What follows belongs to an exercise in optimizing a design on an open flow for small area, a short achievable clock period and few clock cycles per item; a production flow would make more cautious choices.
The RTL was checked by simulation tests, not by an equivalence proof against the original design.

$ cat flow/flow/run.sh
#!/bin/bash
# Layout flow: the standard layout (standard.sh), with the port buffers
# that global placement inserts made sky130_fd_sc_hd__buf_1 instead of the
# cell the resizer picks by default. Everything else is the standard flow.
set -euo pipefail
export BUFFER_PORTS_ARGS="-buffer_cell sky130_fd_sc_hd__buf_1"
bash standard.sh > standard.log 2>&1
$ cat flow/standard.sh
#!/bin/bash
# synth_recipe.tcl (not shown) runs the flow's synth.tcl, then flattens the netlist and writes it again
# the make line also repeats each setting of config.mk as NAME=value (left out here)
make -C /OpenROAD-flow-scripts/flow DESIGN_CONFIG=/design/flow/config.mk WORK_HOME=/design/flow/orfs CLKGATE_MAP_FILE= SYNTH_SCRIPT=/design/flow/synth_recipe.tcl "${@:-finish}"
$ cat flow/config.mk
export PLATFORM = sky130hd
export DESIGN_NAME = alu_arbiter
export DESIGN_NICKNAME = alu_arbiter
export VERILOG_FILES = /design/flow/design.v
export SDC_FILE = /design/flow/constraint.sdc
export NUM_CORES = 4
export LEC_CHECK = 0
export ABC_AREA = 1
export CAP_MARGIN = 20
export CORE_MARGIN = 2
export CORE_UTILIZATION = 40
export SLEW_MARGIN = 20
$ cat flow/constraint.sdc
create_clock -name core_clock -period 70.0 [get_ports {clk}]
set_input_delay 14.0000 -clock core_clock [delete_from_list [all_inputs] [get_ports {clk}]]
set_output_delay 14.0000 -clock core_clock [all_outputs]
set_load 0.01 [all_outputs]
$ cat flow/design.v
package alu_arb_pkg;
    localparam logic [3:0] OP_ADD  = 4'h0;
    localparam logic [3:0] OP_SUB  = 4'h1;
    localparam logic [3:0] OP_MUL  = 4'h2;
    localparam logic [3:0] OP_UDIV = 4'h3;
    localparam logic [3:0] OP_SHL  = 4'h4;
    localparam logic [3:0] OP_SHR  = 4'h5;
    localparam logic [3:0] OP_ROTL = 4'h6;
    localparam logic [3:0] OP_ROTR = 4'h7;
    localparam logic [3:0] OP_AND  = 4'h8;
    localparam logic [3:0] OP_OR   = 4'h9;
    localparam logic [3:0] OP_NOR  = 4'hA;
    localparam logic [3:0] OP_NAND = 4'hB;
    localparam logic [3:0] OP_XOR  = 4'hC;
    localparam logic [3:0] OP_XNOR = 4'hD;
    localparam logic [3:0] OP_GT   = 4'hE;
    localparam logic [3:0] OP_EQ   = 4'hF;
    localparam logic [63:0] DIV0_RESULT = '1;
    typedef enum logic [1:0] {
        ST_IDLE = 2'd0,
        ST_EXEC = 2'd1,
        ST_RESP = 2'd2
    } arb_state_t;
endpackage
module alu_arb_core
#(
    parameter int unsigned WORDSIZE      = 32,
    parameter int unsigned SEL_LINE_SIZE = 4
) (
    input  logic [WORDSIZE-1:0]      a,
    input  logic [WORDSIZE-1:0]      b,
    input  logic [SEL_LINE_SIZE-1:0] sel,
    output logic [WORDSIZE-1:0]      result,
    output logic                     carry
);
    localparam int unsigned W  = WORDSIZE;
    localparam int unsigned N  = W;
    localparam int unsigned LN = $clog2(N);
    function automatic logic [N:0] bk_add(input logic [N-1:0] x, input logic [N-1:0] y,
                                          input logic c);
        logic [N-1:0] p, g, gg, pp;
        p     = x ^ y;
        g     = x & y;
        g[0]  = g[0] | (p[0] & c);
        gg    = g;
        pp    = p;
        for (int l = 0; l < LN; l++)
            for (int i = 0; i < N; i++)
                if ((i % (2 << l)) == ((2 << l) - 1)) begin
                    gg[i] = gg[i] | (pp[i] & gg[i - (1 << l)]);
                    pp[i] = pp[i] & pp[i - (1 << l)];
                end
        for (int d = LN - 1; d >= 0; d--)
            for (int i = 0; i < N; i++)
                if (i >= 3 * (1 << d) - 1 && ((i - (3 * (1 << d) - 1)) % (2 << d)) == 0) begin
                    gg[i] = gg[i] | (pp[i] & gg[i - (1 << d)]);
                    pp[i] = pp[i] & pp[i - (1 << d)];
                end
        bk_add = {gg[N-1], p ^ {gg[N-2:0], c}};
    endfunction
    logic         sub, co, eq, gt;
    logic [W-1:0] sum, x, lg, sh;
    logic         d0, d1, d3;
    assign sub = (sel != alu_arb_pkg::OP_ADD);
    assign {co, sum} = bk_add(a, b ^ {W{sub}}, sub);
    assign x  = a ^ b;
    assign eq = (x == '0);
    assign gt = co & ~eq;
    always_comb begin
        case (sel[2:0])
            3'd0:    {d0, d1, d3} = 3'b001;   
            3'd1:    {d0, d1, d3} = 3'b011;   
            3'd2:    {d0, d1, d3} = 3'b100;   
            3'd3:    {d0, d1, d3} = 3'b110;   
            3'd4:    {d0, d1, d3} = 3'b010;   
            3'd5:    {d0, d1, d3} = 3'b101;   
            default: {d0, d1, d3} = 3'b000;   
        endcase
    end
    for (genvar i = 0; i < W; i++) begin : g_bit
        assign lg[i] = x[i] ? d1 : (a[i] ? d3 : d0);
    end
    assign sh = sel[0] ? {sel[1] & a[0], a[W-1:1]} : {a[W-2:0], sel[1] & a[W-1]};
    always_comb begin
        if (sel[3]) begin
            result    = lg;
            result[0] = lg[0] | (sel[2] & sel[1] & (sel[0] ? eq : gt));
        end else if (sel[2]) begin
            result = sh;
        end else begin
            result = sum;
        end
        carry = !sel[3] && !sel[2] && !sel[1] && (co ^ sel[0]);
    end
endmodule
module alu_arb_long
#(
    parameter int unsigned W = 32,
    parameter int unsigned K = 4
) (
    input  logic         clk,
    input  logic         ld,
    input  logic         div,     
    input  logic [W-1:0] a,
    input  logic [W-1:0] b,
    output logic [W-1:0] res,
    output logic         done,
    output logic         last     
);
    localparam int unsigned NN = W / 4;           
    localparam int unsigned JW = $clog2(NN);      
    localparam int unsigned CW = $clog2(W / K + 1);
    localparam int unsigned N  = W + 1;
    localparam int unsigned LN = $clog2(N);
    function automatic logic [N:0] bk_add(input logic [N-1:0] x, input logic [N-1:0] y,
                                          input logic c);
        logic [N-1:0] p, g, gg, pp;
        p     = x ^ y;
        g     = x & y;
        g[0]  = g[0] | (p[0] & c);
        gg    = g;
        pp    = p;
        for (int l = 0; l < LN; l++)
            for (int i = 0; i < N; i++)
                if ((i % (2 << l)) == ((2 << l) - 1)) begin
                    gg[i] = gg[i] | (pp[i] & gg[i - (1 << l)]);
                    pp[i] = pp[i] & pp[i - (1 << l)];
                end
        for (int d = LN - 1; d >= 0; d--)
            for (int i = 0; i < N; i++)
                if (i >= 3 * (1 << d) - 1 && ((i - (3 * (1 << d) - 1)) % (2 << d)) == 0) begin
                    gg[i] = gg[i] | (pp[i] & gg[i - (1 << d)]);
                    pp[i] = pp[i] & pp[i - (1 << d)];
                end
        bk_add = {gg[N-1], p ^ {gg[N-2:0], c}};
    endfunction
    logic          div_q;
    logic [W-1:0]  x_q, q_q, r_q;
    logic [CW-1:0] cnt_q;
    function automatic logic [JW:0] lzn(input logic [W-1:0] v);
        logic stop;
        lzn  = '0;
        stop = 1'b0;
        for (int i = NN - 1; i >= 0; i--) begin
            if (!stop && v[4*i +: 4] == 4'd0) lzn = lzn + 1'b1;
            else stop = 1'b1;
        end
    endfunction
    logic [JW:0]   na, nb;
    logic [JW-1:0] j;
    logic          swap;
    logic [W-1:0]  src, x_ld;
    logic [2*W-1:0] sh;
    always_comb begin
        na   = lzn(a);
        nb   = lzn(b);
        swap = !div && (na > nb);
        if (div) begin
            if (nb == (JW+1)'(NN))   j = '0;
            else if (na >= nb)       j = JW'(NN - 1);
            else if (nb - na >= (JW+1)'(NN - 1)) j = '0;
            else                     j = JW'((JW+1)'(NN - 1) - nb + na);
        end else if (swap) begin
            j = (na >= (JW+1)'(NN - 1)) ? JW'(NN - 1) : JW'(na);
        end else begin
            j = (nb >= (JW+1)'(NN - 1)) ? JW'(NN - 1) : JW'(nb);
        end
        src  = (div || swap) ? a : b;
        x_ld = div ? ~b : (swap ? b : a);
        sh   = {{W{1'b0}}, src} << {j, 2'b00};
    end
    logic [W-1:0]  r_s [K+1];
    logic [W-1:0]  q_s [K+1];
    assign r_s[0] = r_q;
    assign q_s[0] = q_q;
    for (genvar s = 0; s < K; s++) begin : g_step
        logic [W:0] t, bb, sm;
        logic       co;
        assign t  = {r_s[s], div_q & q_s[s][W-1]};
        assign bb = {div_q, (div_q | q_s[s][W-1]) ? x_q : {W{1'b0}}};
        assign {co, sm} = bk_add(t, bb, div_q);
        assign r_s[s+1] = (div_q && !co) ? t[W-1:0] : sm[W-1:0];
        assign q_s[s+1] = {q_s[s][W-2:0], div_q & co};
    end
    always_ff @(posedge clk) begin
        if (ld) begin
            r_q   <= sh[2*W-1:W];
            q_q   <= sh[W-1:0];
            x_q   <= x_ld;
            div_q <= div;
            cnt_q <= CW'(W / K) - CW'(j);
        end else if (cnt_q != '0) begin
            r_q   <= r_s[K];
            q_q   <= q_s[K];
            cnt_q <= cnt_q - 1'b1;
        end
    end
    assign done = (cnt_q == '0);
    assign last = (cnt_q == CW'(1));
    assign res  = div_q ? q_q : r_q;
endmodule
module alu_arb_ctl
#(
    parameter int unsigned NR    = 4,
    parameter int unsigned SW    = 4,
    parameter int unsigned IDX_W = 2
) (
    input  logic [NR-1:0]    rdy_q,
    input  logic [NR-1:0]    lng_q,
    input  logic [NR-1:0]    valid_q,   
    input  logic [NR-1:0]    req_valid,
    input  logic [NR-1:0]    long_i,    
    input  logic             s_v,
    input  logic [SW-1:0]    s_sel,
    input  logic             k_v,
    input  logic             u_occ,
    input  logic             u_done,
    input  logic             u_last,    
    input  logic [IDX_W-1:0] u_own,
    output logic [1:0]       hold,      
    output logic [1:0]       k_v_n,
    output logic [1:0]       u_occ_n,
    output logic [1:0]       r_take,    
    output logic [2*NR-1:0]  lng_n,     
    output logic [8*NR-1:0]  rdy_n,
    output logic             u_ld
);
    logic s_long, s_simple, ud;
    logic [NR-1:0] own_u;
    always_comb begin
        s_long   = s_v && ((s_sel == alu_arb_pkg::OP_MUL) || (s_sel == alu_arb_pkg::OP_UDIV));
        s_simple = s_v && !s_long;
        ud       = u_occ && u_done;
        u_ld     = s_long && !u_occ;
        own_u    = '0;
        own_u[u_own] = 1'b1;
        for (int l = 0; l < 2; l++) begin
            logic k_to_r, u_to_r, s_to_r, s_to_k;
            k_to_r     = l[0] && k_v;
            u_to_r     = l[0] && !k_v && ud;
            s_to_r     = l[0] && !k_v && !ud && s_simple;
            s_to_k     = s_simple && !s_to_r && (l[0] || !k_v);
            hold[l]    = (s_simple && !l[0] && k_v) || (s_long && u_occ);
            k_v_n[l]   = s_to_k || (k_v && !k_to_r);
            u_occ_n[l] = u_ld || (u_occ && !u_to_r);
            r_take[l]  = k_to_r || u_to_r || s_to_r;
            lng_n[l*NR +: NR] = lng_q & ~(u_to_r ? own_u : '0);
        end
    end
    function automatic logic [NR-1:0] pick(input logic [NR-1:0] elig, input logic a,
                                           input logic busy_u);
        logic [NR-1:0]    pref, p1, p2;
        logic             got;
        logic [IDX_W-1:0] cur, j;
        cur = '0;
        for (int unsigned i = 0; i < NR; i++) if (rdy_q[i]) cur = IDX_W'(i);
        p1 = elig & req_valid & ~(a ? rdy_q : '0) & (busy_u ? ~long_i : long_i);
        p2 = elig & valid_q;
        if (p1 != '0)      pref = p1;
        else if (p2 != '0) pref = p2;
        else               pref = elig;
        pick = '0;
        got  = 1'b0;
        for (int unsigned k = 1; k <= NR; k++) begin
            j = cur + IDX_W'(k);
            if (!got && pref[j]) begin
                got     = 1'b1;
                pick[j] = 1'b1;
            end
        end
    endfunction
    logic [NR-1:0] pk [3];
    always_comb begin
        for (int c = 0; c < 3; c++) begin    
            logic a, t, busy_u;
            a = (c != 0);
            t = (c == 2);
            busy_u = (u_occ_n[1] && !(u_occ && !u_ld && (u_done || u_last) && !k_v_n[1])) ||
                     (!a && hold[1] && s_long) || (a && t);
            pk[c] = pick(~(lng_n[NR +: NR] | ((a && t) ? rdy_q : '0)), a, busy_u);
        end
        for (int c = 0; c < 8; c++) begin
            logic l, a, t, blk;
            l   = c[2];
            a   = c[1] && !hold[l];
            t   = c[0];
            if (hold[l]) blk = s_long ? u_occ_n[l] : k_v_n[l];
            else         blk = a && (t ? u_occ_n[l] : k_v_n[l]);
            rdy_n[c*NR +: NR] = blk ? '0 : (pk[a ? (t ? 2 : 1) : 0] & ~lng_n[l*NR +: NR]);
        end
    end
endmodule
module alu_arbiter
#(
    parameter int unsigned WORDSIZE      = 32,
    parameter int unsigned SEL_LINE_SIZE = 4,
    parameter int unsigned NUM_REQ       = 4
) (
    input  logic                              clk,
    input  logic                              rst_n,
    input  logic [NUM_REQ-1:0]                req_valid,
    output logic [NUM_REQ-1:0]                req_ready,
    input  logic [NUM_REQ*WORDSIZE-1:0]       req_a,
    input  logic [NUM_REQ*WORDSIZE-1:0]       req_b,
    input  logic [NUM_REQ*SEL_LINE_SIZE-1:0]  req_sel,
    output logic [NUM_REQ-1:0]                rsp_valid,
    input  logic [NUM_REQ-1:0]                rsp_ready,
    output logic [WORDSIZE-1:0]               rsp_result,
    output logic                              rsp_carry,
    output logic                              busy
);
    localparam int unsigned W     = WORDSIZE;
    localparam int unsigned SW    = SEL_LINE_SIZE;
    localparam int unsigned NR    = NUM_REQ;
    localparam int unsigned IDX_W = (NR > 1) ? $clog2(NR) : 1;
    logic [NR-1:0]    rdy_q;      
    logic [NR-1:0]    lng_q;      
    logic             busy_q;
    logic [NR-1:0]    valid_q;    
    logic [NR-1:0]    msel_q;     
    logic [W-1:0]     s_a, s_b;   
    logic [SW-1:0]    s_sel;
    logic [IDX_W-1:0] s_own;
    logic             s_v;
    logic [W-1:0]     r_res;      
    logic             r_c;
    logic [NR-1:0]    r_vld;
    logic [W-1:0]     k_res;      
    logic             k_c;
    logic [IDX_W-1:0] k_own;
    logic             k_v;
    logic             u_occ;      
    logic [IDX_W-1:0] u_own;
    logic [W-1:0]     in_a, in_b;
    logic [SW-1:0]    in_sel;
    logic [IDX_W-1:0] in_own;
    always_comb begin
        in_a   = '0;
        in_b   = '0;
        in_sel = '0;
        in_own = '0;
        for (int unsigned i = 0; i < NR; i++) begin
            if (msel_q[i]) begin
                in_a   = in_a   | req_a[i*W +: W];
                in_b   = in_b   | req_b[i*W +: W];
                in_sel = in_sel | req_sel[i*SW +: SW];
                in_own = in_own | IDX_W'(i);
            end
        end
    end
    logic [W-1:0] alu_res, u_res;
    logic         alu_c, u_done, u_last;
    alu_arb_core #(.WORDSIZE(W), .SEL_LINE_SIZE(SW)) u_core (
        .a(s_a), .b(s_b), .sel(s_sel), .result(alu_res), .carry(alu_c)
    );
    logic u_ld;
    alu_arb_long #(.W(W), .K(4)) u_long (
        .clk(clk), .ld(u_ld), .div(s_sel == alu_arb_pkg::OP_UDIV), .a(s_a), .b(s_b),
        .res(u_res), .done(u_done), .last(u_last)
    );
    logic [NR-1:0] long_i;      
    logic [1:0]    hold, k_v_t, u_occ_t, r_take;
    logic [2*NR-1:0] lng_t;
    logic [8*NR-1:0] rdy_t;
    alu_arb_ctl #(.NR(NR), .SW(SW), .IDX_W(IDX_W)) u_ctl (
        .rdy_q(rdy_q), .lng_q(lng_q), .valid_q(valid_q), .req_valid(req_valid), .long_i(long_i), .s_v(s_v), .s_sel(s_sel),
        .k_v(k_v), .u_occ(u_occ), .u_done(u_done), .u_last(u_last), .u_own(u_own),
        .hold(hold), .k_v_n(k_v_t), .u_occ_n(u_occ_t), .r_take(r_take), .lng_n(lng_t),
        .rdy_n(rdy_t), .u_ld(u_ld)
    );
    logic L, A, T;
    always_comb begin
        for (int unsigned i = 0; i < NR; i++)
            long_i[i] = (req_sel[i*SW +: SW] == alu_arb_pkg::OP_MUL) ||
                        (req_sel[i*SW +: SW] == alu_arb_pkg::OP_UDIV);
        L = !(|(r_vld & ~rsp_ready));
        A = |(req_valid & rdy_q);
        T = |(long_i & rdy_q);
    end
    logic          s_v_n, k_v_n, u_occ_n;
    logic [1:0]    busy_t;      
    logic [NR-1:0] r_vld_n, lng_n;
    logic [IDX_W-1:0] r_own_src;
    logic [NR-1:0]    r_own_oh;
    always_comb begin
        r_own_src = k_v ? k_own : ((u_occ && u_done) ? u_own : s_own);
        r_own_oh  = '0;
        r_own_oh[r_own_src] = 1'b1;
        s_v_n   = L ? (hold[1] || A) : (hold[0] || A);
        busy_t[0] = hold[0] || k_v_t[0] || (|r_vld) || u_occ_t[0];
        busy_t[1] = hold[1] || k_v_t[1] || r_take[1] || u_occ_t[1];
        k_v_n   = L ? k_v_t[1] : k_v_t[0];
        u_occ_n = L ? u_occ_t[1] : u_occ_t[0];
        r_vld_n = L ? (r_take[1] ? r_own_oh : '0) : r_vld;
        lng_n   = (L ? lng_t[NR +: NR] : lng_t[0 +: NR]) | ((A && T) ? rdy_q : '0);
    end
    always_ff @(posedge clk) begin
        if (!rst_n) begin
            rdy_q   <= NR'(1);
            msel_q  <= NR'(1);
            valid_q <= '0;
            lng_q   <= '0;
            busy_q  <= 1'b0;
            s_v     <= 1'b0;
            k_v     <= 1'b0;
            r_vld   <= '0;
            u_occ   <= 1'b0;
        end else begin
            rdy_q   <= rdy_t[{L, A, T}*NR +: NR];
            if (|rdy_t[{L, A, T}*NR +: NR]) msel_q <= rdy_t[{L, A, T}*NR +: NR];
            valid_q <= req_valid;
            lng_q   <= lng_n;
            busy_q  <= A || (L ? busy_t[1] : busy_t[0]);
            s_v     <= s_v_n;
            k_v     <= k_v_n;
            r_vld   <= r_vld_n;
            u_occ   <= u_occ_n;
        end
    end
    logic s_keep;
    assign s_keep = ~(|rdy_q);
    always_ff @(posedge clk) begin
        s_a   <= (in_a   & {W{!s_keep}})     | (s_a   & {W{s_keep}});
        s_b   <= (in_b   & {W{!s_keep}})     | (s_b   & {W{s_keep}});
        s_sel <= (in_sel & {SW{!s_keep}})    | (s_sel & {SW{s_keep}});
        s_own <= (in_own & {IDX_W{!s_keep}}) | (s_own & {IDX_W{s_keep}});
    end
    logic k_keep, r_k, r_u, r_a;
    assign k_keep = k_v && !L;
    assign r_k = L && k_v;
    assign r_u = L && !k_v && u_occ && u_done;
    assign r_a = L && !k_v && !(u_occ && u_done);
    always_ff @(posedge clk) begin
        k_res <= (alu_res & {W{!k_keep}}) | (k_res & {W{k_keep}});
        k_c   <= (alu_c && !k_keep) || (k_c && k_keep);
        k_own <= (s_own & {IDX_W{!k_keep}}) | (k_own & {IDX_W{k_keep}});
        r_res <= (k_res & {W{r_k}}) | (u_res & {W{r_u}}) | (alu_res & {W{r_a}}) | (r_res & {W{!L}});
        r_c   <= (k_c && r_k) || (alu_c && r_a) || (r_c && !L);
        if (u_ld) u_own <= s_own;
    end
    assign req_ready  = rdy_q;
    assign rsp_valid  = r_vld;
    assign rsp_result = r_res;
    assign rsp_carry  = r_c;
    assign busy       = busy_q;
endmodule
==> run_results.csv, run 1 <==
group,metric,value,unit
critical_path,start_kind,"primary input",
critical_path,ff2ff_path_depth,76,
drt,post_drt_wl_per_cell,20.19,µm
yosys,yosysWarnings,7,
critical_path,max_stage_delay,380,ps
cells_and_area,fillerInstances,6962,
sta,hold_viol_final,0,
yosys,async_flop_share,0,%
clocking,cts_tree,"yes",
drt,drc,0,
clocking,ctsHoldBuffers,0,
placement,gp_congestion,0.9485,
clocking,cts_made_buffers,30,
cells_and_area,stdcell_area,29710,µm²
critical_path,r2r_start,"u_long.div_q",
run_status,outcome,"timing/DRC/antenna clean",
sta,maxSlewHeadroom,31.62,%
worst_hold_path,hold_class,"flop to flop",
yosys,yosysTopAreaCellShare,23.15,%
clocking,ctsResizeCount,0,
drt,drt_iter0_drc,2600,
critical_path,r2r_end,"u_long.r_q[24]",
sta,finClkSkew,21.96,ps
sta,fin_setup_tns,0,ps
sta,setup_viol,0,
grt,grt_max_degree,71,
yosys,synthFlopType,"edfxtp_1",
grt,globalRouteOverflowTotal,0,
floorplan,rows,95,
yosys,synth.avg_cell_area,7.060,µm²
cells_and_area,num-nets-final,4563,
yosys,ys_seq_area_share,27.38,%
cells_and_area,drive_above_1_share,4.853,%
drt,via_per_inst,5.558,
cells_and_area,postLayoutCoreUtil,44.40,%
yosys,synth_area_leaders,"edfxtp_1, nand2_1, ha_1",
floorplan,ios,324,
cells_and_area,antenna_cells,0,
yosys,syn-cell-area,26980,µm²
sta,clock.fmax,61.35,MHz
drt,antenna_left,0,
clocking,clkSinkCount,265,
drt,drt-total-wl,99.16,mm
critical_path,path_cells,"buf_1, nor3_1, inv_1, nand4_1, nand2_1, nor2_1, nand3_1, nand3_1, nand3_1, nand2_1, nor2_1, nand3_1, nand3_1, o21ai_0, nand2_1, nand3_1, nand2_1, nor2_2, nand3_1, nand2_1",
critical_path,worst-setup-path-type,"primary input to flop",
cells_and_area,seqCellArea,7392,µm²
sta,holdWs,461.4,ps
clocking,clkTransAtPathRegs,60,ps
sta,slew_violations,0,
clocking,h-tree-depth,1,
grt,grt_pass1_vias,25311,
floorplan,core,66920,µm²
clocking,worst_skew_pair.late_latency,610,ps
grt,grt_use_total,27.91,%
yosys,synth.ff_latch_count,265,
drt,vias,27303,
critical_path,rrSetupSlack,53740,ps
clocking,clockBufferDepth,3,
critical_path,arrival,16830,ps
yosys,synth_largest_area_cell,"edfxtp_1",
critical_path,crit_fanout,5,
placement,place_area,28720,µm²
yosys,syn-instance-count,3821,
floorplan,initial_core_util,40.31,%
yosys,syn_nets,4368,
yosys,synth_cell_types,66,
sta,rsz0062_at_grt,"false",
sta,fin_crit_sh,23.28,%
critical_path,worst_setup_path_end_kind,"flop",
floorplan,fp.dieArea,69540,µm²
sta,worst_slew_pin_slew,1026,ps
sta,finalCriticalPeriod,16300,ps
grt,grt_first_pass_wirelength,151.3,mm
critical_path,required,70530,ps
critical_path,critPathLaunch,"req_sel[7]",
grt,antenna_found_initial,2,
floorplan,die_h,263.7,µm
clocking,cts_root_buffer,"clkbuf_16",
cells_and_area,layout_common_cells,"nand2_1, inv_1, nand3_1",
floorplan,die_x,263.7,µm
critical_path,crit_slowest_cell,"nor3_1",
yosys,synth_edf_count,208,
critical_path,path_common_cell,"nand3_1",
placement,numPortBuffers,323,
drt,drt_first_pass_iters,6,
job,drv_cap,0,
cells_and_area,multi_input_area,17370,µm²
cells_and_area,syn_to_final_growth,10.13,%
placement,hpwl,78.54,mm
critical_path,crit_end,"msel_q[0]",
clocking,post-cts-setup-buffers,0,
cells_and_area,final_common_cell,"nand2_1",
==> Yosys cell counts (all sizes together), types with 47 or more instances <==
master / n
a21oi: 118
buf: 62
clkbuf: 135
dfxtp: 57
edfxtp: 208
fa: 85
ha: 180
inv: 367
nand2: 1183
nand3: 363
nand4: 141
nor2: 309
o21ai: 212
o221ai: 47
xnor2: 48
xor2: 68
==> cell type report <==
class / count / share of cell area, %
well taps: 873 / 3.676
multi-input cells: 2985 / 58.45
inverters: 374 / 4.725
clock inverters: 19 / 0.4506
repair buffers: 360 / 5.218
clock buffers: 36 / 2.603
flip-flops and latches: 265 / 24.88
==> per-stage QoR <==
stage,worst slack (ps),cells
4_1_cts,53550,4909
3_3_place_gp,53220,4854
6_report,53700,4912
3_5_place_dp,53170,4854
2_1_floorplan,53880,3821
5_1_grt,52170,4912
==> worst max-delay path, delay by kind of cell <==
family                 cells  cell delay, ps
and+or+nand+nor           17            2390
AOI/OAI and AO/OA          1             170
buffers and inverters      2             280
==> kinds of logic (layout without fill, tap and decap cells) <==
group	count (synthesis)	after routing	share of synthesized area, %
simple gates	2053	2053	32.89
flops	265	265	27.38
compound gates	551	551	12.70
buf+inv	571	789	8.515
xor+xnor	116	116	3.850
fa+ha+maj	265	265	14.66
==> how the worst min path moves through the flow <==
stage                     end  cells past startpoint
floorplan                 r_c                      2
global placement    r_res[23]                      2
detailed placement  r_res[13]                      2
CTS                 r_res[25]                      2
global route        r_res[11]                      2
finish              r_res[11]                      2
==> layer usage <==
layer / GRT usage, % / part of all wire (%)
met5: 0 / 0.026
met4: 12.59 / 4.9
met3: 3.160 / 7.9
met2: 45.00 / 45
met1: 37.67 / 42
Testbench counts, summed over its fixed seeds: cycles 2,420, items 2,048.
==> inputs of run 2 (changes only) <==
--- a/flow/config.mk
+++ b/flow/config.mk
@@ -8,5 +8,5 @@
 export ABC_AREA = 1
 export CAP_MARGIN = 20
 export CORE_MARGIN = 2
-export CORE_UTILIZATION = 40
+export CORE_UTILIZATION = 60
 export SLEW_MARGIN = 20
==> run_results.csv, run 2 <==
group,metric,value,unit
drt,via_per_inst,6.388,
clocking,post-cts-setup-buffers,0,
yosys,yosysTopAreaCellShare,23.15,%
drt,drt_first_pass_iters,8,
floorplan,core,44320,µm²
drt,antenna_left,0,
yosys,synth.ff_latch_count,265,
worst_hold_path,hold_depth,2,
clocking,clockBufferDepth,3,
sta,clock.fmax,59.75,MHz
clocking,ctsHoldBuffers,0,
critical_path,max_stage_delay,920,ps
critical_path,arrival,17040,ps
cells_and_area,num-nets-final,4563,
critical_path,worst-setup-path-type,"flop to flop",
yosys,syn-instance-count,3821,
yosys,synth_edf_count,208,
yosys,synth_area_leaders,"edfxtp_1, nand2_1, ha_1",
grt,grt_use_total,43.10,%
yosys,synth.most_common_cell,"nand2_1",
grt,globalRouteOverflowTotal,0,
cells_and_area,layout_common_cells,"nand2_1, inv_1, nand3_1",
clocking,clkSinkCount,265,
clocking,cts_tree,"yes",
drt,drt_iter0_drc,4567,
critical_path,path_common_cell,"nand2_1",
floorplan,ios,324,
sta,hold_viol_final,0,
clocking,ctsResizeCount,0,
job,drv_cap,0,
critical_path,crit_fanout,44,
floorplan,fp.dieArea,46670,µm²
worst_hold_path,hold_class,"flop to flop",
yosys,synth_largest_area_cell,"edfxtp_1",
critical_path,crit_slowest_cell,"clkinv_1",
yosys,synth.avg_cell_area,7.060,µm²
clocking,clkTransAtPathRegs,70,ps
sta,fin_crit_sh,23.91,%
placement,gp_congestion,1.081,
critical_path,ff2ff_path_depth,75,
clocking,cts_made_buffers,30,
critical_path,worst_setup_path_end_kind,"flop",
clocking,h-tree-depth,1,
drt,post_drt_wl_per_cell,22.15,µm
floorplan,die_h,216.0,µm
clocking,worst_skew_pair.late_latency,590,ps
yosys,synth_cell_types,66,
sta,setup_viol,0,
sta,slew_violations,0,
cells_and_area,syn_to_final_growth,9.689,%
grt,antenna_found_initial,2,
sta,finClkSkew,20.99,ps
yosys,yosysWarnings,7,
grt,grt_max_degree,71,
sta,finalCriticalPeriod,16740,ps
floorplan,rows,77,
cells_and_area,final_common_cell,"nand2_1",
floorplan,initial_core_util,60.87,%
grt,grt_first_pass_wirelength,157.0,mm
cells_and_area,postLayoutCoreUtil,66.77,%
placement,hpwl,79.49,mm
sta,fin_setup_tns,0,ps
grt,grt_pass1_vias,27998,
yosys,syn-cell-area,26980,µm²
critical_path,start_kind,"flop",
sta,maxSlewHeadroom,27.98,%
run_status,outcome,"timing/DRC/antenna clean",
cells_and_area,drive_above_1_share,5.074,%
clocking,cts_root_buffer,"clkbuf_16",
yosys,synth_common_cells,"nand2_1, nand3_1, inv_1",
critical_path,required,70310,ps
yosys,synthFlopType,"edfxtp_1",
yosys,syn_nets,4368,
drt,vias,29597,
yosys,async_flop_share,0,%
placement,numPortBuffers,323,
drt,drt-total-wl,102.6,mm
sta,rsz0062_at_grt,"false",
floorplan,die_x,216.0,µm
drt,drc,0,
sta,worst_slew_pin_slew,1080,ps
cells_and_area,fillerInstances,3818,
yosys,ys_seq_area_share,27.38,%
## run 2: changes by cell type in the layout (fill, tap and decap cells not counted), moves of 2 or more
cell and delta:
bufinv_16 +7, clkinv_2 -6, clkbuf_1 -5, clkbuf_16 +5
clkbuf_8 +4, buf_16 -3, buf_4 +3, clkinv_1 -3
clkinvlp_4 -3, inv_4 +2, inv_6 +2
## run 2: path summary, 6_finish.rpt
| path | start | end | slack [ps] |
|---|---|---|---|
| min | flop | r_c | 460 |
| max reg2reg | u_long.div_q | u_long.r_q[25] | 53260 |
| max | u_long.div_q | u_long.r_q[25] | 53260 |
| min reg2reg | flop | r_c | 460 |
## run 2: cell type report
class	instances	area (µm²)	share of cell area [%]
flip-flops and latches	265	7392	24.98
well taps	592	740.7	2.503
clock inverters	16	271.5	0.9175
inverters	374	1404	4.744
diodes	1	2.502	0.008457
repair buffers	360	1490	5.036
clock buffers	40	934.6	3.159
multi-input cells	2985	17360	58.65
## run 2: cells by family after synthesis
group                    share of synthesized area, %
AO/OA/AOI/OAI                                   12.70
buffers and inverters                           8.515
adder cells (fa/ha/maj)                         14.66
flip-flops                                      27.38
XOR/XNOR                                        3.850
AND/OR/NAND/NOR                                 32.89
## run 2: critical path: cells and delay by family (launching register included)
kind,cells,cell delay (ps)
AND/OR/NAND/NOR,38,4820
buffers and inverters,14,4440
adder cells (fa/ha/maj),5,1780
AO/OA/AOI/OAI,18,4890
flip-flops,1,320
## run 2: per-stage QoR
stage / std cells / hold slack [ps] / instance area (µm²) / worst slack, ps
5_1_grt: 4632 / 486.2 / 29590 / 52160
3_3_place_gp: 4576 / 444.9 / 28380 / 53190
3_5_place_dp: 4576 / 451.1 / 28380 / 53140
6_report: 4633 / 464.2 / 29590 / 53260
4_1_cts: 4632 / 466.1 / 29580 / 53720
2_1_floorplan: 3821 / 435.2 / 26980 / 53880
## run 2: metal layers
layer	wire [µm]	track usage [%]	part of all wire [%]	vias up
met5	4	0	0.0039	-
met4	8548	29.09	8.3	2
met3	12460	7.696	12	473
met2	45040	67.72	44	2241
met1	36590	54.29	36	13608
li1	-	-	-	13273
==> inputs of run 3 (changes only) <==
--- a/flow/design.v
+++ b/flow/design.v
@@ -171,17 +171,23 @@
     end
     logic [W-1:0]  r_s [K+1];
     logic [W-1:0]  q_s [K+1];
+    logic [K-1:0]  bsel_q, tl_q;
     assign r_s[0] = r_q;
     assign q_s[0] = q_q;
     for (genvar s = 0; s < K; s++) begin : g_step
         logic [W:0] t, bb, sm;
         logic       co;
-        assign t  = {r_s[s], div_q & q_s[s][W-1]};
-        assign bb = {div_q, (div_q | q_s[s][W-1]) ? x_q : {W{1'b0}}};
+        assign t  = {r_s[s], tl_q[s]};
+        assign bb = {div_q, bsel_q[s] ? x_q : {W{1'b0}}};
         assign {co, sm} = bk_add(t, bb, div_q);
         assign r_s[s+1] = (div_q && !co) ? t[W-1:0] : sm[W-1:0];
         assign q_s[s+1] = {q_s[s][W-2:0], div_q & co};
     end
+    logic          run, div_n;
+    logic [W-1:0]  q_n;
+    assign run   = !ld && (cnt_q != '0);
+    assign div_n = ld ? div : div_q;
+    assign q_n   = ld ? sh[W-1:0] : (run ? q_s[K] : q_q);
     always_ff @(posedge clk) begin
         if (ld) begin
             r_q   <= sh[2*W-1:W];
@@ -194,6 +200,10 @@
             q_q   <= q_s[K];
             cnt_q <= cnt_q - 1'b1;
         end
+        for (int s = 0; s < K; s++) begin
+            bsel_q[s] <= div_n | q_n[W-1-s];
+            tl_q[s]   <= div_n & q_n[W-1-s];
+        end
     end
     assign done = (cnt_q == '0);
     assign last = (cnt_q == CW'(1));
@@ -247,27 +257,29 @@
             lng_n[l*NR +: NR] = lng_q & ~(u_to_r ? own_u : '0);
         end
     end
-    function automatic logic [NR-1:0] pick(input logic [NR-1:0] elig, input logic a,
-                                           input logic busy_u);
-        logic [NR-1:0]    pref, p1, p2;
-        logic             got;
-        logic [IDX_W-1:0] cur, j;
+    logic [NR-1:0] ahead [NR];    
+    always_comb begin
+        logic [IDX_W-1:0] cur, dj, di;
         cur = '0;
         for (int unsigned i = 0; i < NR; i++) if (rdy_q[i]) cur = IDX_W'(i);
-        p1 = elig & req_valid & ~(a ? rdy_q : '0) & (busy_u ? ~long_i : long_i);
-        p2 = elig & valid_q;
-        if (p1 != '0)      pref = p1;
-        else if (p2 != '0) pref = p2;
-        else               pref = elig;
-        pick = '0;
-        got  = 1'b0;
-        for (int unsigned k = 1; k <= NR; k++) begin
-            j = cur + IDX_W'(k);
-            if (!got && pref[j]) begin
-                got     = 1'b1;
-                pick[j] = 1'b1;
+        for (int unsigned j = 0; j < NR; j++) begin
+            dj = IDX_W'(j) - cur - 1'b1;
+            for (int unsigned i = 0; i < NR; i++) begin
+                di = IDX_W'(i) - cur - 1'b1;
+                ahead[j][i] = (di < dj);
             end
         end
+    end
+    function automatic logic [NR-1:0] rr(input logic [NR-1:0] p);
+        for (int unsigned j = 0; j < NR; j++) rr[j] = p[j] && !(|(p & ahead[j]));
+    endfunction
+    function automatic logic [NR-1:0] pick(input logic [NR-1:0] elig, input logic a,
+                                           input logic busy_u);
+        logic [NR-1:0] p1, p2, r2;
+        p2 = elig & valid_q;
+        r2 = rr((p2 != '0) ? p2 : elig);
+        p1 = (elig & ~(a ? rdy_q : '0)) & (req_valid & (busy_u ? ~long_i : long_i));
+        pick = rr(p1) | (r2 & {NR{!(|p1)}});
     endfunction
     logic [NR-1:0] pk [3];
     always_comb begin
--- a/flow/config.mk
+++ b/flow/config.mk
@@ -8,5 +8,5 @@
 export ABC_AREA = 1
 export CAP_MARGIN = 20
 export CORE_MARGIN = 2
-export CORE_UTILIZATION = 60
+export CORE_UTILIZATION = 40
 export SLEW_MARGIN = 20
==> run_results.csv, run 3 <==
group,metric,value,unit
cells_and_area,drive_above_1_share,4.976,%
yosys,synth_edf_count,207,
clocking,ctsResizeCount,0,
drt,antenna_left,0,
drt,drt-total-wl,101.5,mm
yosys,synth_common_cells,"nand2_1, inv_1, nand3_1",
critical_path,start_kind,"primary input",
worst_hold_path,hold_depth,2,
sta,clock.fmax,63.94,MHz
drt,drc,0,
grt,globalRouteOverflowTotal,0,
cells_and_area,instances_no_fill,5151,
grt,grt_first_pass_wirelength,154.3,mm
placement,hpwl,80.92,mm
sta,finalCriticalPeriod,15640,ps
clocking,clockBufferDepth,3,
grt,grt_pass1_vias,25935,
floorplan,initial_core_util,40.50,%
grt,antenna_found_initial,1,
yosys,synth.most_common_cell,"nand2_1",
yosys,synth_largest_area_cell,"edfxtp_1",
run_status,outcome,"timing/DRC/antenna clean",
drt,drt_first_pass_iters,8,
critical_path,rrSetupSlack,55710,ps
clocking,clkSinkCount,273,
clocking,clkTransAtPathRegs,60,ps
clocking,cts_made_buffers,30,
placement,numPortBuffers,323,
clocking,h-tree-depth,1,
sta,fin_setup_tns,0,ps
floorplan,ios,324,
sta,worst_slew_pin_slew,1062,ps
critical_path,worst-setup-path-type,"primary input to flop",
yosys,syn-instance-count,3993,
critical_path,worst_setup_path_end_kind,"flop",
yosys,syn-cell-area,27830,µm²
cells_and_area,final_common_cell,"nand2_1",
grt,grt_use_total,27.88,%
critical_path,arrival,16100,ps
clocking,worst_skew_pair.late_latency,580,ps
floorplan,rows,96,
placement,gp_congestion,0.9506,
grt,grt_max_degree,71,
sta,maxSlewHeadroom,29.21,%
yosys,yosysTopAreaCellShare,22.34,%
critical_path,required,70460,ps
sta,rsz0062_at_grt,"false",
placement,dp.cells,5094,
yosys,ys_seq_area_share,27.08,%
yosys,synth_cell_types,64,
yosys,yosysWarnings,8,
clocking,post-cts-setup-buffers,0,
clocking,cts_tree,"yes",
sta,hold_viol_final,0,
job,drv_cap,0,
drt,vias,27916,
cells_and_area,antenna_cells,0,
yosys,synthFlopType,"edfxtp_1",
cells_and_area,num-nets-final,4739,
critical_path,crit_fanout,5,
drt,drt_iter0_drc,2695,
clocking,ctsHoldBuffers,0,
sta,holdWs,459.7,ps
sta,slew_violations,0,
yosys,synth_area_leaders,"edfxtp_1, nand2_1, ha_1",
worst_hold_path,hold_class,"flop to flop",
critical_path,ff2ff_path_depth,70,
floorplan,core,68710,µm²
floorplan,die_h,267.8,µm
drt,via_per_inst,5.420,
worst_hold_path,min_to,"r_res[6]",
clocking,cts_root_buffer,"clkbuf_16",
yosys,syn_nets,4536,
cells_and_area,layout_common_cells,"nand2_1, inv_1, buf_1",
drt,post_drt_wl_per_cell,19.70,µm
floorplan,fp.dieArea,71700,µm²
sta,fin_crit_sh,22.34,%
sta,setup_viol,0,
critical_path,r2r_start,"u_long.bsel_q[0]",
cells_and_area,syn_to_final_growth,10.60,%
yosys,synth.avg_cell_area,6.969,µm²
sta,finClkSkew,21.77,ps
yosys,synth.ff_latch_count,273,
placement,place_area,29700,µm²
critical_path,r2r_end,"u_long.r_q[11]",
cells_and_area,stdcell_area,30780,µm²
floorplan,die_x,267.8,µm
yosys,async_flop_share,0,%
==> run 3: stage by stage <==
stage,util [%],setup slack (ps)
after floorplan,-,53860
after CTS,44.76,54450
final,44.80,54360
after global routing,44.80,54070
after global placement,43.23,53860
after detailed placement,43.23,53850
==> run 3: kinds of logic (layout without fill, tap and decap cells) <==
| logic type | Yosys count | after routing | share of synthesized area, % |
|---|---|---|---|
| muxes | 1 | 1 | 0.03597 |
| adders and majority gates | 261 | 261 | 14.03 |
| AOI/OAI and AO/OA | 558 | 558 | 12.58 |
| xor gates and xnor gates | 119 | 119 | 3.745 |
| and+or+nand+nor | 2084 | 2084 | 32.65 |
| DFF | 273 | 273 | 27.08 |
| buffers and inverters | 697 | 924 | 9.878 |
==> run 3: worst max-delay path: stages <==
cell	delay, ps
buf_1	80
nor3_1	360
inv_1	190
nand4_1	240
nand2_1	80
nor2_1	200
nand2_1	80
nor2_1	90
nand3_1	120
nand2_1	90
nand2_1	60
nand3_1	80
nand3_1	70
nand2_1	150
nor2_1	90
nand3_1	70
nand2_1	50
==> run 3: layout make-up <==
| type | instances | area, µm² |
|---|---|---|
| clock buffer | 37 | 818.3 |
| clock inverter | 19 | 229.0 |
| fill | 7270 | 37930 |
| inverter | 506 | 1907 |
| multi-input combinational | 3023 | 17590 |
| sequential | 273 | 7542 |
| tap | 931 | 1165 |
| timing repair buffer | 362 | 1525 |
==> run 3: layer usage <==
| metal | up-vias | share of wire, % | track usage [%] |
|---|---|---|---|
| met5 | - | 0 | 0 |
| met4 | 0 | 4.3 | 10.90 |
| met3 | 168 | 7.0 | 2.502 |
| met2 | 1159 | 45 | 45.05 |
| met1 | 12881 | 44 | 38.60 |
| li1 | 13708 | - | - |
==> run 3: how the worst max path moves through the flow <==
stage	to	startpoint	cells after the start	slack, ps
finish	msel_q[3]	req_sel[14]	17	54360
global route	msel_q[3]	req_sel[14]	17	54070
CTS	msel_q[3]	req_sel[14]	17	54450
detailed placement	msel_q[1]	req_sel[14]	17	53850
global placement	msel_q[1]	req_sel[14]	17	53860
floorplan	flop	rsp_ready[0]	6	53860
Testbench counts of run 3, summed over its fixed seeds: cycles 2,420, items 2,048.
==> inputs of run 4 (changes only) <==
--- a/flow/design.v
+++ b/flow/design.v
@@ -275,10 +275,11 @@
     endfunction
     function automatic logic [NR-1:0] pick(input logic [NR-1:0] elig, input logic a,
                                            input logic busy_u);
-        logic [NR-1:0] p1, p2, r2;
+        logic [NR-1:0] p1, p2, r2, e1;
         p2 = elig & valid_q;
         r2 = rr((p2 != '0) ? p2 : elig);
-        p1 = (elig & ~(a ? rdy_q : '0)) & (req_valid & (busy_u ? ~long_i : long_i));
+        e1 = elig & ~(a ? rdy_q : '0);
+        p1 = req_valid & ((e1 & {NR{busy_u}} & ~long_i) | (e1 & {NR{!busy_u}} & long_i));
         pick = rr(p1) | (r2 & {NR{!(|p1)}});
     endfunction
     logic [NR-1:0] pk [3];
@@ -419,7 +420,7 @@
             u_occ   <= 1'b0;
         end else begin
             rdy_q   <= rdy_t[{L, A, T}*NR +: NR];
-            if (|rdy_t[{L, A, T}*NR +: NR]) msel_q <= rdy_t[{L, A, T}*NR +: NR];
+            msel_q  <= rdy_t[{L, A, T}*NR +: NR] | NR'(!(|rdy_t[{L, A, T}*NR +: NR]));
             valid_q <= req_valid;
             lng_q   <= lng_n;
             busy_q  <= A || (L ? busy_t[1] : busy_t[0]);
==> run_results.csv, run 4 <==
group,metric,value,unit
run_status,outcome,"timing/DRC/antenna clean",
critical_path,path_common_cell,"buf_4",
critical_path,max_stage_delay,530,ps
clocking,ctsResizeCount,0,
drt,via_per_inst,5.521,
yosys,synth.avg_cell_area,6.970,µm²
grt,globalRouteOverflowTotal,0,
cells_and_area,num-nets-final,4695,
critical_path,ff2ff_path_depth,66,
clocking,clockBufferDepth,3,
critical_path,crit_slowest_cell,"clkinv_1",
floorplan,die_x,266.7,µm
clocking,cts_root_buffer,"clkbuf_16",
yosys,yosysTopAreaCellShare,22.53,%
clocking,ctsHoldBuffers,0,
critical_path,required,70220,ps
drt,drt_first_pass_iters,6,
clocking,post-cts-setup-buffers,0,
yosys,synth.ff_latch_count,270,
placement,numPortBuffers,323,
grt,grt_use_total,27.44,%
yosys,synth_area_leaders,"edfxtp_1, nand2_1, ha_1",
critical_path,r2r_end,"u_long.r_q[24]",
yosys,synth_cell_types,64,
sta,setup_viol,0,
drt,post_drt_wl_per_cell,19.59,µm
worst_hold_path,min_to,"r_res[14]",
clocking,worst_skew_pair.late_latency,590,ps
grt,antenna_found_initial,2,
drt,drt_iter0_drc,2574,
sta,rsz0062_at_grt,"false",
sta,finalCriticalPeriod,15920,ps
sta,fin_crit_sh,22.74,%
critical_path,arrival,16140,ps
drt,drt-total-wl,99.10,mm
sta,finClkSkew,33.01,ps
worst_hold_path,hold_depth,2,
yosys,synthFlopType,"edfxtp_1",
yosys,synth.most_common_cell,"nand2_1",
critical_path,critPathLaunch,"rsp_ready[0]",
floorplan,core,68470,µm²
clocking,clkSinkCount,270,
sta,hold_viol_final,0,
sta,slew_violations,0,
clocking,cts_tree,"yes",
yosys,async_flop_share,0,%
placement,hpwl,78.34,mm
yosys,syn_nets,4502,
sta,clock.fmax,62.81,MHz
floorplan,die_h,266.7,µm
cells_and_area,postLayoutCoreUtil,44.30,%
critical_path,worst_setup_path_end_kind,"flop",
critical_path,rrSetupSlack,56350,ps
placement,gp_congestion,0.9524,
yosys,synth_common_cells,"nand2_1, inv_1, nand3_1",
critical_path,crit_fanout,37,
critical_path,start_kind,"primary input",
floorplan,initial_core_util,40.31,%
cells_and_area,layout_common_cells,"nand2_1, inv_1, buf_1",
drt,vias,27929,
floorplan,fp.dieArea,71100,µm²
yosys,synth_edf_count,207,
floorplan,ios,324,
critical_path,path_cells,"buf_1, o22ai_1, nor2_1, clkinv_1, buf_4, nand2_1, buf_4",
cells_and_area,syn_to_final_growth,9.916,%
worst_hold_path,hold_class,"flop to flop",
grt,grt_first_pass_wirelength,151.4,mm
sta,holdWs,463.3,ps
floorplan,rows,96,
critical_path,path_buf_inv,4,
sta,fin_setup_tns,0,ps
critical_path,path_delay_family,"buffers and inverters",
grt,grt_max_degree,73,
yosys,synth_largest_area_cell,"edfxtp_1",
sta,worst_slew_pin_slew,1073,ps
critical_path,worst-setup-path-type,"primary input to flop",
cells_and_area,final_common_cell,"nand2_1",
yosys,yosysWarnings,8,
job,drv_cap,0,
clocking,clkTransAtPathRegs,70,ps
yosys,syn-cell-area,27600,µm²
critical_path,r2r_start,"u_long.bsel_q[0]",
drt,antenna_left,0,
clocking,cts_made_buffers,30,
clocking,h-tree-depth,1,
sta,maxSlewHeadroom,28.22,%
drt,drc,0,
cells_and_area,drive_above_1_share,4.574,%
yosys,ys_seq_area_share,27.10,%
yosys,syn-instance-count,3959,
grt,grt_pass1_vias,25716,
-- run 4: cell count changes after synthesis, moves of 6 or more --
| cell | delta |
|---|---|
| nor3_1 | +7 |
| a32o_1 | +7 |
| clkbuf_1 | +6 |
| nand2_1 | +34 |
| xnor2_1 | -8 |
| a221oi_1 | -10 |
| nand4_1 | -45 |
| o221ai_1 | +12 |
| o2111ai_1 | +44 |
| inv_1 | -18 |
| mux2i_1 | +11 |
| o211ai_1 | -44 |
| o22ai_1 | -18 |
| o21ai_1 | +8 |
-- run 4: worst register-to-register path, delay by kind of cell, from the launching register on --
family,cells,cell delay (ps)
compound gates,10,3160
simple gates,38,4790
buf+inv,13,3380
fa+ha+maj,5,1710
flops,1,300
-- run 4: layout make-up --
type | count | area, µm²
fill | 7211 | 38130
multi-input combinational | 3007 | 17470
sequential | 270 | 7486
inverter | 487 | 1831
timing repair buffer | 356 | 1460
tap | 882 | 1104
clock buffer | 40 | 830.8
clock inverter | 16 | 148.9
antenna | 1 | 2.502
-- run 4: through the flow --
stage	std cells	worst slack [ps]	area [µm²]
floorplan	3959	53900	27600
global placement	5002	53620	29350
detailed placement	5002	53500	29350
CTS	5058	54110	30330
global route	5059	53890	30330
finish	5059	54080	30330
-- run 4: worst max path at each step --
stage / endpoint / slack [ps] / cells after the start
after floorplan: flop / 53900 / 6
after global placement: flop / 53620 / 7
after detailed placement: flop / 53500 / 7
after CTS: flop / 54110 / 7
after global routing: msel_q[0] / 53890 / 15
final: flop / 54080 / 7
-- run 4: cells by family after synthesis --
group | count (synthesis) | synth area share [%]
simple gates | 2070 | 32.17
mux | 12 | 0.4353
xor+xnor | 109 | 3.460
flops | 270 | 27.10
fa+ha+maj | 261 | 14.15
buf+inv | 682 | 9.785
compound gates | 555 | 12.90
-- run 4: routing by layer --
| metal | routed length (µm) | global-route usage, % | part of all wire [%] | up-vias |
|---|---|---|---|---|
| met5 | 12 | 0 | 0.012 | - |
| met4 | 3637 | 9.459 | 3.7 | 2 |
| met3 | 7431 | 3.100 | 7.5 | 168 |
| met2 | 44880 | 44.34 | 45 | 1165 |
| met1 | 43140 | 38.00 | 44 | 13022 |
| li1 | - | - | - | 13572 |
Testbench counts of run 4, summed over its fixed seeds: cycles 2,420, items 2,048.
==> inputs of run 5 (changes only) <==
--- a/flow/config.mk
+++ b/flow/config.mk
@@ -9,4 +9,4 @@
 export CAP_MARGIN = 20
 export CORE_MARGIN = 2
 export CORE_UTILIZATION = 40
-export SLEW_MARGIN = 20
+export SLEW_MARGIN = 75
==> run_results.csv, run 5 <==
group,metric,value,unit
yosys,yosysWarnings,8,
drt,drc,0,
critical_path,ff2ff_path_depth,73,
worst_hold_path,hold_class,"flop to flop",
cells_and_area,postLayoutCoreUtil,46.34,%
sta,finClkSkew,20.96,ps
critical_path,r2r_start,"u_long.bsel_q[0]",
job,drv_cap,0,
clocking,cts_root_buffer,"clkbuf_16",
sta,fin_crit_sh,22.01,%
cells_and_area,fillerInstances,7078,
yosys,synth_largest_area_cell,"edfxtp_1",
sta,fin_setup_tns,0,ps
floorplan,initial_core_util,40.31,%
clocking,cts_made_buffers,31,
grt,grt_pass1_vias,26000,
clocking,ctsResizeCount,0,
cells_and_area,multi_input_area,17900,µm²
drt,drt-total-wl,100.4,mm
yosys,syn_nets,4502,
clocking,clockBufferDepth,3,
sta,hold_viol_final,0,
grt,globalRouteOverflowTotal,0,
grt,grt_first_pass_wirelength,152.9,mm
sta,maxSlewHeadroom,71.24,%
yosys,async_flop_share,0,%
cells_and_area,final_common_cell,"nand2_1",
critical_path,crit_fanout,5,
clocking,post-cts-setup-buffers,0,
drt,vias,28235,
sta,setup_viol,0,
yosys,synth_fa_ha_area_share,14.15,%
critical_path,worst-setup-path-type,"primary input to flop",
clocking,cts_tree,"yes",
yosys,synth_cell_types,64,
yosys,synth_common_cells,"nand2_1, inv_1, nand3_1",
critical_path,required,70460,ps
cells_and_area,antenna_cells,0,
critical_path,arrival,15870,ps
cells_and_area,layout_common_cells,"nand2_1, inv_1, buf_1",
yosys,synthFlopType,"edfxtp_1",
cells_and_area,drive_above_1_share,8.288,%
placement,numPortBuffers,323,
floorplan,die_h,266.7,µm
yosys,synth_simple_gate_area_share,32.17,%
cells_and_area,seqCellArea,7493,µm²
clocking,clkTransAtPathRegs,70,ps
drt,antenna_left,0,
placement,hpwl,80.70,mm
run_status,outcome,"timing/DRC/antenna clean",
floorplan,ios,324,
yosys,synth_top_family_by_area,"simple AND/OR/NAND/NOR gates",
sta,rsz0062_at_grt,"false",
yosys,synth.most_common_cell,"nand2_1",
yosys,synth_edf_count,207,
cells_and_area,syn_to_final_growth,14.98,%
clocking,clkSinkCount,270,
critical_path,worst_setup_path_end_kind,"flop",
yosys,synth.ff_latch_count,270,
yosys,synth.avg_cell_area,6.970,µm²
floorplan,core,68470,µm²
yosys,synth_compound_area_share,12.90,%
grt,antenna_found_initial,2,
floorplan,rows,96,
grt,grt_use_total,27.65,%
drt,drt_iter0_drc,2536,
drt,drt_first_pass_iters,7,
placement,gp_congestion,0.9524,
cells_and_area,num-nets-final,4779,
clocking,h-tree-depth,1,
floorplan,die_x,266.7,µm
clocking,ctsHoldBuffers,0,
yosys,syn-cell-area,27600,µm²
sta,worst_slew_pin_slew,428.5,ps
critical_path,start_kind,"primary input",
clocking,worst_skew_pair.late_latency,590,ps
worst_hold_path,hold_depth,2,
grt,grt_max_degree,62,
drt,post_drt_wl_per_cell,19.53,µm
yosys,synth_xor_area_share,3.460,%
yosys,synth_mux_area_share,0.4353,%
sta,clock.fmax,64.91,MHz
drt,via_per_inst,5.492,
yosys,synth_area_leaders,"edfxtp_1, nand2_1, ha_1",
sta,slew_violations,0,
critical_path,critPathLaunch,"req_sel[14]",
yosys,syn-instance-count,3959,
yosys,yosysTopAreaCellShare,22.53,%
floorplan,fp.dieArea,71100,µm²
sta,finalCriticalPeriod,15410,ps
yosys,ys_seq_area_share,27.10,%
## run 5: cell counts after synthesis
No cell type changed its count.
## run 5: final timing paths
check / end / slack, ps
worst min-delay path: r_res[17] / 470
worst max-delay path: msel_q[0] / 54590
worst min register to register: r_res[17] / 470
worst max register to register: u_long.r_q[9] / 57820
## run 5: cells by family (layout without fill, tap and decap cells)
| logic type | Yosys count | after routing |
|---|---|---|
| multiplexers | 12 | 12 |
| adder cells (fa/ha/maj) | 261 | 261 |
| AO/OA/AOI/OAI | 555 | 555 |
| AND/OR/NAND/NOR | 2070 | 2070 |
| flip-flops | 270 | 270 |
| buffers and inverters | 682 | 982 |
| XOR/XNOR | 109 | 109 |
## run 5: area by class of cell
class	count	share of cell area, %
Inverter	487	5.813
Tap cell	882	3.478
Multi-Input combinational cell	3007	56.40
Clock buffer	33	2.469
Sequential cell	270	23.62
Clock inverter	23	0.7059
Timing Repair Buffer	439	7.516
## run 5: per-stage QoR
stage / worst slack [ps] / cells / cell area (µm²) / hold slack (ps)
6_report: 54590 / 5141 / 31730 / 467.3
5_1_grt: 54380 / 5141 / 31730 / 484.4
4_1_cts: 54540 / 5120 / 31490 / 469.5
3_5_place_dp: 53930 / 5064 / 30480 / 454.2
3_3_place_gp: 53620 / 5002 / 29350 / 448.3
2_1_floorplan: 53900 / 3959 / 27600 / 435.1
## run 5: per-layer routing
layer	up-vias	global-route usage [%]	share of wire, %
li1	13726	-	-
met1	13166	37.95	43
met2	1170	45.36	46
met3	171	3.063	7.4
met4	2	9.065	3.3
met5	-	0	0.013
## run 5: critical path, cell delays in order
cell and delay (ps):
buf_1 90, nor3_2 250, inv_1 120, nand4_1 220, nand2_1 80, nor2_1 250
inv_1 90, nor2_1 110, nand4_1 90, nand2_1 100, nand2_1 70, nand3_1 90
nand3_1 90, nand2_1 70, nor2_1 40, nand2_1 50, nand2_1 50
==> inputs of run 6 (changes only) <==
--- a/flow/config.mk
+++ b/flow/config.mk
@@ -8,5 +8,6 @@
 export ABC_AREA = 1
 export CAP_MARGIN = 20
 export CORE_MARGIN = 2
-export CORE_UTILIZATION = 40
-export SLEW_MARGIN = 75
+export CORE_UTILIZATION = 55
+export CTS_BUF_LIST = sky130_fd_sc_hd__clkbuf_4 sky130_fd_sc_hd__clkbuf_8
+export SLEW_MARGIN = 20
==> run_results.csv, run 6 <==
group,metric,value,unit
run_status,outcome,"timing/DRC/antenna clean",
worst_hold_path,hold_class,"flop to flop",
grt,grt_first_pass_wirelength,152.7,mm
yosys,synth_simple_gate_area_share,32.17,%
cells_and_area,drive_above_1_share,5.350,%
sta,finalCriticalPeriod,15830,ps
floorplan,ios,324,
yosys,synth_edf_count,207,
drt,drt_first_pass_iters,6,
clocking,ctsResizeCount,0,
critical_path,worst_setup_path_end_kind,"flop",
cells_and_area,final_common_cell,"nand2_1",
sta,fin_setup_tns,0,ps
clocking,post-cts-setup-buffers,0,
sta,worst_slew_pin_slew,1088,ps
yosys,synthFlopType,"edfxtp_1",
drt,antenna_left,0,
sta,clock.fmax,63.16,MHz
sta,rsz0062_at_grt,"false",
yosys,synth_fa_ha_area_share,14.15,%
grt,globalRouteOverflowTotal,0,
grt,grt_use_total,37.73,%
drt,via_per_inst,5.816,
critical_path,r2r_start,"u_long.bsel_q[0]",
yosys,yosysTopAreaCellShare,22.53,%
floorplan,initial_core_util,55.34,%
placement,hpwl,79.07,mm
worst_hold_path,hold_depth,2,
yosys,syn-cell-area,27600,µm²
drt,drt_iter0_drc,2934,
critical_path,start_kind,"primary input",
drt,vias,28389,
yosys,synth_compound_area_share,12.90,%
yosys,synth.most_common_cell,"nand2_1",
yosys,yosysWarnings,8,
yosys,syn_nets,4502,
grt,grt_max_degree,72,
grt,antenna_found_initial,3,
yosys,synth_mux_area_share,0.4353,%
drt,drt-total-wl,99.64,mm
sta,finClkSkew,43.87,ps
grt,grt_pass1_vias,26414,
clocking,cts_made_buffers,46,
sta,setup_viol,0,
sta,slew_violations,0,
yosys,ys_seq_area_share,27.10,%
placement,numPortBuffers,323,
sta,maxSlewHeadroom,27.19,%
sta,holdWs,446.6,ps
critical_path,crit_fanout,5,
critical_path,required,70480,ps
clocking,h-tree-depth,2,
clocking,worst_skew_pair.late_latency,650,ps
drt,post_drt_wl_per_cell,20.41,µm
cells_and_area,layout_common_cells,"nand2_1, inv_1, buf_1",
floorplan,die_h,228.0,µm
yosys,synth_area_leaders,"edfxtp_1, nand2_1, ha_1",
floorplan,fp.dieArea,51980,µm²
sta,hold_viol_final,0,
critical_path,arrival,16310,ps
cells_and_area,syn_to_final_growth,8.964,%
yosys,syn-instance-count,3959,
job,drv_cap,0,
clocking,clkSinkCount,270,
floorplan,core,49860,µm²
clocking,cts_root_buffer,"clkbuf_8",
clocking,cts_tree,"yes",
critical_path,ff2ff_path_depth,71,
critical_path,r2r_end,"u_long.r_q[0]",
critical_path,worst-setup-path-type,"primary input to flop",
clocking,clkTransAtPathRegs,70,ps
yosys,synth_cell_types,64,
clocking,clockBufferDepth,3,
clocking,ctsHoldBuffers,0,
yosys,synth_top_family_by_area,"simple AND/OR/NAND/NOR gates",
drt,drc,0,
cells_and_area,num-nets-final,4712,
yosys,async_flop_share,0,%
yosys,synth_xor_area_share,3.460,%
critical_path,rrSetupSlack,55680,ps
placement,gp_congestion,0.9853,
yosys,synth_common_cells,"nand2_1, inv_1, nand3_1",
sta,fin_crit_sh,22.62,%
worst_hold_path,min_to,"r_res[12]",
floorplan,die_x,228.0,µm
floorplan,rows,82,
yosys,synth_largest_area_cell,"edfxtp_1",
yosys,synth.avg_cell_area,6.970,µm²
yosys,synth.ff_latch_count,270,
-- run 6: cell families after synthesis --
logic type,after synthesis
simple gates,2070
mux,12
fa+ha+maj,261
compound gates,555
xor+xnor,109
flops,270
buf+inv,682
-- run 6: worst max-delay path by stage --
stage                 start           end  slack, ps  cells after the start
6_report        req_sel[15]     msel_q[0]      54170                     14
2_1_floorplan  rsp_ready[0]          flop      53900                      6
5_1_grt         req_sel[13]     msel_q[0]      54030                     15
4_1_cts            rdy_q[1]  req_ready[1]      54230                      2
3_3_place_gp    req_sel[15]     msel_q[0]      53630                     14
3_5_place_dp    req_sel[13]     msel_q[0]      53650                     15
-- run 6: cell type report --
type                       instances  area, µm²
multi-input combinational       3007      17460
tap                              672      840.8
inverter                         487       1831
antenna                            3      7.507
fill                            4951      19790
timing repair buffer             357       1475
clock inverter                    25      216.5
clock buffer                      60      750.7
sequential                       270       7483
-- run 6: worst max-delay path, cell delays in order --
cell	delay [ps]
buf_1	120
nor3_1	90
inv_1	120
nor2_1	60
nor3_1	750
inv_1	90
nor4_1	520
nand2_1	120
nand3_1	130
nand3_1	110
nand2_1	80
nor2_1	40
nand2_1	50
nand2_1	50
-- run 6: per-layer routing --
layer | share of wire [%] | global-route usage (%) | wire [µm] | vias to the layer above
met2 | 46 | 61.73 | 45860 | 1370
met3 | 8.0 | 5.825 | 7985 | 260
met4 | 6.0 | 19.73 | 5979 | 2
met1 | 40 | 48.35 | 39800 | 13148
li1 | - | - | - | 13609
met5 | 0.013 | 0 | 13 | -
-- run 6: per-stage QoR --
stage                     util, %  worst slack (ps)  instance area (µm²)  std cells
after CTS                   60.26             54230                30050       4877
after floorplan                 -             53900                27600       3959
final                       60.30             54170                30070       4881
after detailed placement    58.32             53650                29080       4792
after global placement      58.32             53630                29080       4792
after global routing        60.30             54030                30070       4880

-- what the ideal ports hide --
How much do the figures lean on ideal ports? The routed layouts below were timed once more, with nothing changed but the port constraints. Step 1 assumes that a clkbuf_16 drives the clock port and a buf_2 every other input. Step 2 moves the port delays by t, midway between the first and last clock arrival at a register: inputs arrive t later, outputs are due t later. That takes back most of the time a late clock gives input paths. Three values: ideal, step 1, step 2; two values: the first two.
run | shift t [ns] | setup slack, ns | clock arrival spread, ns | cell pins on the clock port's net
run 1 | 0.663 | 53.701 / 53.738 / 53.076 | 0.022 / 0.022 | 1
run 2 | 0.643 | 53.264 / 53.264 / 53.009 | 0.021 / 0.021 | 1
run 3 | 0.633 | 54.361 / 54.402 / 53.769 | 0.022 / 0.022 | 1
run 4 | 0.641 | 54.079 / 54.113 / 53.473 | 0.033 / 0.033 | 1
run 5 | 0.643 | 54.593 / 54.622 / 53.986 | 0.021 / 0.021 | 1
run 6 | 0.683 | 54.168 / 54.197 / 53.514 | 0.044 / 0.044 | 1
After both steps every run listed still meets setup and hold. The setup slack of run 6, which loses most, moves by +0.029 ns with the drivers and by -0.654 ns with both steps.
